Context: an optimization exercise on an open-source flow, tuned for small area. The choices shown serve that exercise and are no tape-out recipe.
Function was checked by simulation only, so behaviour that the tests miss may differ from the original.

== run A ==
==> flow/design.v <==
`timescale 1ns / 1ps
package tvac_pkg;
  localparam int POS_W  = 24;
  localparam int TIME_W = 16;
  localparam int WIN_W  = 4;
  localparam int CFG_W  = 24;
  localparam logic [POS_W-1:0] POS_RESET = 24'd60000;
  localparam logic [1:0] ACT_TICK  = 2'd0;
  localparam logic [1:0] ACT_OPEN  = 2'd1;
  localparam logic [1:0] ACT_CLOSE = 2'd2;
  localparam logic [1:0] ACT_QUERY = 2'd3;
  localparam logic CFG_FULL_OPEN   = 1'b0;
  localparam logic CFG_RELAY_LEVEL = 1'b1;
endpackage
`timescale 1ns / 1ps
module tvac_ctrl (
  input  logic       clk,
  input  logic       rst,
  input  logic       start,
  input  logic [1:0] action,
  input  logic [3:0] window_index,
  output logic       busy,
  output logic       strobe,
  output logic       last,
  output logic       tick,
  output logic [1:0] act,
  output logic [3:0] wn
);
  logic take;
  assign take = start && !busy;
  assign last = strobe && !busy;
  assign tick = (act == tvac_pkg::ACT_TICK);
  always_ff @(posedge clk) begin
    if (rst) begin
      busy   <= 1'b0;
      strobe <= 1'b0;
    end else if (busy) begin
      if (!strobe) begin
        strobe <= 1'b1;
        busy   <= tick;
      end else begin
        busy   <= (wn[2:0] != 3'd6);
      end
    end else begin
      strobe <= 1'b0;
      busy   <= start;
    end
  end
  always_ff @(posedge clk) begin
    if (take) begin
      act <= action;
      wn  <= (action == tvac_pkg::ACT_TICK) ? 4'd0 : window_index;
    end else if (strobe && busy) begin
      wn  <= wn + 4'd1;
    end
  end
endmodule
`timescale 1ns / 1ps
module tvac_datapath (
  input  logic        clk,
  input  logic        rst,
  input  logic        start,
  input  logic        busy,
  input  logic        strobe,
  input  logic        tick,
  input  logic [1:0]  act,
  input  logic [3:0]  wn,
  input  logic [1:0]  action,
  input  logic [23:0] target_position,
  input  logic [15:0] elapsed_time,
  input  logic        cfg_write,
  input  logic        cfg_index,
  input  logic        cfg_data0,
  output logic        accepted,
  output logic        relay_open_drive,
  output logic        relay_close_drive,
  output logic        moving,
  output logic        moving_open,
  output logic        arrived,
  output logic [23:0] position_now
);
  localparam logic [23:0] REMX_RESET = ~(tvac_pkg::POS_RESET - 24'd1);
  logic [23:0] position [8];
  logic [23:0] target   [8];
  logic [23:0] remx     [8];
  logic        dir_open [8];
  logic        driving  [8];
  logic [23:0] data;
  logic        level_on;
  logic        fresh;
  logic [2:0]  rd;
  logic        present;
  logic        open_r;
  logic        close_r;
  logic        is_req;
  logic [7:0]  sel;
  logic        rst_st;
  logic [23:0] pos_m, tgt_m, remx_m;
  logic        dir_m, drv_m;
  logic [23:0] pos_r, tgt_r, remx_r;
  logic        dir_r, drv_r, busy_r;
  logic [24:0] tsum;
  logic [23:0] add_a, add_b;
  logic        arr;
  logic [24:0] rsum;
  logic        gt;
  logic        acc;
  logic        we;
  logic [23:0] pos_n, remx_n;
  logic        dir_n, drv_n, busy_n;
  always_ff @(posedge clk) begin
    if (start && !busy) begin
      data[23:16] <= target_position[23:16];
      data[15:0]  <= (action == tvac_pkg::ACT_TICK) ? elapsed_time : target_position[15:0];
    end
  end
  always_ff @(posedge clk) begin
    if (rst) begin
      level_on <= 1'b0;
    end else if (cfg_write && cfg_index == tvac_pkg::CFG_RELAY_LEVEL) begin
      level_on <= cfg_data0;
    end
  end
  always_ff @(posedge clk) begin
    if (rst) begin
      fresh <= 1'b1;
    end else if (strobe && tick && wn[2:0] == 3'd7) begin
      fresh <= 1'b0;
    end
  end
  assign rd      = wn[2:0];
  assign present = !wn[3];
  assign open_r  = (act == tvac_pkg::ACT_OPEN);
  assign close_r = (act == tvac_pkg::ACT_CLOSE);
  assign is_req  = open_r || close_r;
  assign rst_st  = fresh && present;
  always_comb begin
    for (int k = 0; k < 8; k++) sel[k] = present && !fresh && (rd == 3'(k));
    pos_m  = '0;
    tgt_m  = '0;
    remx_m = '0;
    dir_m  = 1'b0;
    drv_m  = 1'b0;
    for (int k = 0; k < 8; k++) begin
      pos_m  = pos_m  | ({24{sel[k]}} & position[k]);
      tgt_m  = tgt_m  | ({24{sel[k]}} & target[k]);
      remx_m = remx_m | ({24{sel[k]}} & remx[k]);
      dir_m  = dir_m  | (sel[k] & dir_open[k]);
      drv_m  = drv_m  | (sel[k] & driving[k]);
    end
  end
  assign pos_r  = pos_m  | ({24{rst_st}} & tvac_pkg::POS_RESET);
  assign tgt_r  = tgt_m;
  assign remx_r = remx_m | ({24{rst_st}} & REMX_RESET);
  assign dir_r  = dir_m;
  assign drv_r  = drv_m;
  assign busy_r = |remx_r;
  assign add_a = tick ? remx_r : data;
  assign add_b = tick ? {8'd0, data[15:0]} : ~pos_r;
  assign tsum  = {1'b0, add_a} + {1'b0, add_b} + {24'd0, close_r};
  assign rsum = tsum;
  assign arr  = tick && busy_r && tsum[24];
  assign gt   = rsum[24] ^ close_r;
  assign acc  = is_req && present && !busy_r && gt;
  assign pos_n  = arr ? tgt_r : pos_r;
  assign remx_n = tick ? (busy_n ? tsum[23:0] : 24'd0) : (rsum[23:0] ^ {24{open_r}});
  assign dir_n  = acc ? open_r : dir_r;
  assign drv_n  = tick ? (busy_r && !arr) : drv_r;
  assign busy_n = tick ? (busy_r && !arr) : (busy_r || acc);
  assign we     = strobe && (tick || acc);
  always_ff @(posedge clk) begin
    if (strobe && (acc || (tick && fresh))) begin
      target[rd] <= tick ? 24'd0 : data;
    end
  end
  always_ff @(posedge clk) begin
    if (we) begin
      position[rd] <= pos_n;
      remx[rd]     <= remx_n;
      dir_open[rd] <= dir_n;
      driving[rd]  <= drv_n;
    end
  end
  assign accepted          = acc;
  assign arrived           = arr;
  assign moving            = busy_n;
  assign moving_open       = busy_n && dir_n;
  assign relay_open_drive  = (drv_n && dir_n) ? level_on : ~level_on;
  assign relay_close_drive = (drv_n && !dir_n) ? level_on : ~level_on;
  assign position_now      = pos_n;
endmodule
`timescale 1ns / 1ps
module timed_vent_actuator_control #(
  parameter int WINDOW_COUNT = 8
) (
  input  logic                          clk,
  input  logic                          rst,
  input  logic                          start,
  output logic                          busy,
  input  logic [1:0]                    action,
  input  logic [tvac_pkg::WIN_W-1:0]    window_index,
  input  logic [tvac_pkg::POS_W-1:0]    target_position,
  input  logic [tvac_pkg::TIME_W-1:0]   elapsed_time,
  input  logic                          cfg_valid,
  output logic                          cfg_ready,
  input  logic                          cfg_index,
  input  logic [tvac_pkg::CFG_W-1:0]    cfg_data,
  output logic                          strobe,
  output logic [tvac_pkg::WIN_W-1:0]    window_number,
  output logic                          accepted,
  output logic                          relay_open_drive,
  output logic                          relay_close_drive,
  output logic                          moving,
  output logic                          moving_open,
  output logic                          arrived,
  output logic [tvac_pkg::POS_W-1:0]    position_now,
  output logic                          last
);
  logic       tick;
  logic [1:0] act;
  logic [3:0] wn;
  assign cfg_ready     = !busy;
  assign window_number = wn;
  tvac_ctrl u_ctrl (
    .clk         (clk),
    .rst         (rst),
    .start       (start),
    .action      (action),
    .window_index(window_index),
    .busy        (busy),
    .strobe      (strobe),
    .last        (last),
    .tick        (tick),
    .act         (act),
    .wn          (wn)
  );
  tvac_datapath u_datapath (
    .clk              (clk),
    .rst              (rst),
    .start            (start),
    .busy             (busy),
    .strobe           (strobe),
    .tick             (tick),
    .act              (act),
    .wn               (wn),
    .action           (action),
    .target_position  (target_position),
    .elapsed_time     (elapsed_time),
    .cfg_write        (cfg_valid && !busy),
    .cfg_index        (cfg_index),
    .cfg_data0        (cfg_data[0]),
    .accepted         (accepted),
    .relay_open_drive (relay_open_drive),
    .relay_close_drive(relay_close_drive),
    .moving           (moving),
    .moving_open      (moving_open),
    .arrived          (arrived),
    .position_now     (position_now)
  );
endmodule
export LEC_CHECK = 0
export ABC_AREA = 1
export CAP_MARGIN = 20
export CORE_MARGIN = 2
export CORE_UTILIZATION = 40
export SLEW_MARGIN = 20
create_clock -name core_clock -period 12.0 [get_ports {clk}]
standard.sh (not shown) runs the stock make flow with config.mk's settings and CLKGATE_MAP_FILE= SYNTH_SCRIPT=/design/flow/synth_recipe.tcl, a recipe that flattens the netlist after the stock synthesis.
==> flow/flow/run.sh <==
#!/bin/bash
# Own layout flow:
#  1. the standard synthesis (standard.sh synth), unchanged;
#  2. its combinational logic re-mapped for area by Yosys/ABC (resynth.tcl, area.abc);
#     the flip-flops are kept as black boxes, so every register keeps its name and cell;
#  3. the rest of the standard layout (standard.sh finish) on that netlist, with the
#     smallest buffer cell for the port buffers (every port still gets one) and a clock
#     tree of clkbuf_8 cells without dummy loads.
# Each tool's output goes to its own log file here.
set -euo pipefail
HERE=$(pwd)
R=$HERE/orfs/results/$FLOW_PLATFORM/timed_vent_actuator_control/base
LIB=$FLOW_HOME/platforms/$FLOW_PLATFORM/lib/sky130_fd_sc_hd__tt_025C_1v80.lib

bash standard.sh synth > synth.log 2>&1
cp $R/1_2_yosys.v $HERE/standard_synth.v

RS_IN=$HERE/standard_synth.v RS_OUT=$HERE/resynth.v RS_LIB=$LIB RS_TOP=$FLOW_TOP \
  RS_SCRIPT=$HERE/flow/area.abc yosys -c $HERE/flow/resynth.tcl > resynth.log 2>&1
cp $HERE/resynth.v $R/1_2_yosys.v
rm -f $R/1_synth.odb $R/1_synth.sdc

CTS="-sink_clustering_enable -repair_clock_nets -dont_use_dummy_load -buf_list sky130_fd_sc_hd__clkbuf_16 -sink_clustering_size 30 -sink_clustering_max_diameter 60"
bash standard.sh finish \
  "BUFFER_PORTS_ARGS=-buffer_cell sky130_fd_sc_hd__buf_1" \
  "CTS_ARGS=$CTS" > layout.log 2>&1
==> flow/flow/area.abc <==
strash; balance; rewrite; refactor; balance; rewrite -z; rewrite -z; dc2; dch -f; amap; topo; stime -c; buffer -c; upsize -c; dnsize -c
==> flow/flow/resynth.tcl <==
# Re-map the combinational logic of a synthesized netlist; flip-flops kept as they are.
# env: RS_IN RS_OUT RS_LIB RS_TOP RS_SCRIPT
yosys -import
set lib $::env(RS_LIB)
read_liberty -ignore_miss_func $lib
# sequential cells stay as black boxes, with their instance names
foreach m {dfxtp dfxbp edfxtp edfxbp dfrtp dfrtn dfrbp dfstp dfsbp dfbbp dfbbn sdfxtp sdfxbp sedfxtp sedfxbp dlxtp dlxbn dlxtn dlclkp sdlclkp} {
  catch { blackbox sky130_fd_sc_hd__${m}_* }
}
read_verilog -defer $::env(RS_IN)
hierarchy -top $::env(RS_TOP)
flatten
opt -purge
abc -liberty $lib -dont_use *probe* -dont_use *lpflow* -script $::env(RS_SCRIPT)
opt_clean -purge
hilomap -singleton -hicell sky130_fd_sc_hd__conb_1 HI -locell sky130_fd_sc_hd__conb_1 LO
insbuf -buf sky130_fd_sc_hd__buf_4 A X
opt_clean -purge
tee -o $::env(RS_OUT).stat stat -liberty $lib
write_verilog -noattr -nohex -nodec $::env(RS_OUT)
Run A finished every step from synthesis to the final layout, and the layout passed the timing, DRC and antenna checks.
#### Input delta (run B over run A)
- changing CORE_UTILIZATION from 40 to 65
- setting PLACE_DENSITY to 0.75 for the first time
-- flow/flow/run.sh --
<<< run A, line 21
rm -f $R/1_synth.odb $R/1_synth.sdc

CTS="-sink_clustering_enable -repair_clock_nets -dont_use_dummy_load -buf_list sky130_fd_sc_hd__clkbuf_16 -sink_clustering_size 30 -sink_clustering_max_diameter 60"
bash standard.sh finish \
  "BUFFER_PORTS_ARGS=-buffer_cell sky130_fd_sc_hd__buf_1" \
>>> run B, line 21
rm -f $R/1_synth.odb $R/1_synth.sdc

CTS="-sink_clustering_enable -repair_clock_nets -dont_use_dummy_load -buf_list sky130_fd_sc_hd__clkbuf_8 -sink_clustering_size 20 -sink_clustering_max_diameter 50"
bash standard.sh finish \
  "BUFFER_PORTS_ARGS=-buffer_cell sky130_fd_sc_hd__buf_1" \
Results
Against run A, run B comes in 3.2 points lower on growth of design area from synthesis to finish. Looking at worst setup path endpoint, the position_now[2] result is from run B; the position_now[1] one comes from run A. Compared with run A, run B shows a lower number of fill cells. [compare] base=run A new=run B: setup slack fell 0.11 ns, total die area fell about 40%, clock transition at the registers of the reported paths did not really move.
Modified inputs, run C compared to run B
- changing CAP_MARGIN from 20 to 0
- changing CORE_UTILIZATION from 65 to 40
- changing SLEW_MARGIN from 20 to 0
- removing PLACE_DENSITY (formerly 0.75)
-- flow/flow/run.sh --
<<< run B, line 21
rm -f $R/1_synth.odb $R/1_synth.sdc

CTS="-sink_clustering_enable -repair_clock_nets -dont_use_dummy_load -buf_list sky130_fd_sc_hd__clkbuf_8 -sink_clustering_size 20 -sink_clustering_max_diameter 50"
bash standard.sh finish \
  "BUFFER_PORTS_ARGS=-buffer_cell sky130_fd_sc_hd__buf_1" \
>>> run C, line 21
rm -f $R/1_synth.odb $R/1_synth.sdc

CTS="-sink_clustering_enable -repair_clock_nets -dont_use_dummy_load -buf_list sky130_fd_sc_hd__clkbuf_8 -sink_clustering_size 16 -sink_clustering_max_diameter 60"
bash standard.sh finish \
  "BUFFER_PORTS_ARGS=-buffer_cell sky130_fd_sc_hd__buf_1" \
==> flow/flow/area.abc <==
strash; balance; rewrite; refactor; balance; rewrite -z; rewrite -z; dc2; dch -f; amap; topo
[summary]
- Worst hold slack in run C is 0.024 ns lower than in run B
- Run C vs run B, peak fanout along the critical path went down by 21.
- Routed wire length ended up 6.5% higher on run C than on run B.
- Summary — post-layout minimum cycle time, run C relative to run B: higher, by 0.067 ns.
- Global-route usage over all layers (lower): run C
Modified inputs, run D compared to run C
- CAP_MARGIN changed from 0 to 20
- SLEW_MARGIN changed from 0 to 20
-- flow/flow/run.sh --
<<< run C, line 24
bash standard.sh finish \
  "BUFFER_PORTS_ARGS=-buffer_cell sky130_fd_sc_hd__buf_1" \
  "CTS_ARGS=$CTS" > layout.log 2>&1
>>> run D, line 24
bash standard.sh finish \
  "BUFFER_PORTS_ARGS=-buffer_cell sky130_fd_sc_hd__buf_1" \
  "CTS_ARGS=$CTS" RECOVER_POWER=100 > layout.log 2>&1
==> flow/flow/area.abc <==
strash; balance; rewrite; refactor; balance; rewrite -z; rewrite -z; dc2; dch -f; amap; topo; stime -c; buffer -c; upsize -c; dnsize -c
==> comparison <==
[compare] base=run C new=run D: global-route usage down 0.58 points; total wire length up 1000 um; portion of the layout cell area used by clock cells flat; met2 usage in global routing down 0.74 points; via count down 203.
Compared with run C, run D shows a lower non-clock buffer area fraction after layout.
Shortest clock period the worst path allows after layout down 0.092 ns in run D wrt run C
Out of run C and run D, the only run to close with the timing, DRC and antenna checks passing was run C.
What the final checks of run D revealed, after a flow that finished every stage, was a layout that fails on capacitance limit, slew limit.
Run C → run D: least setup slack across all paths after layout now sits higher; wire length of the first global-routing pass now sits higher; final cycle utilization of the critical path now sits lower.
In the reports for run C and run D, the larger multi-input gate area in the final layout belongs to run C.

what the ideal ports hide:
The results above use ideal ports. As a check the final layouts listed here were re-extracted and re-timed, cells and wires unchanged. Step 1 assumes that a clkbuf_16 drives the clock port and a buf_2 every other input. Step 2 also shifts input and output timing later by t, the mid clock arrival at the registers, as if the neighbouring blocks saw the same clock. a / b / c = no drivers / after step 1 / after step 2; a / b = the first two.
run	t, ns	slack for setup (ns)	worst setup path after step 2
run A	0.627	0.708 / 0.649 / 1.277	register to output
run B	0.685	0.594 / 0.545 / 1.230	register to output
run C	0.701	0.527 / 0.476 / 1.177	register to output
run D	0.684	0.619 / 0.584 / 0.619	register to register
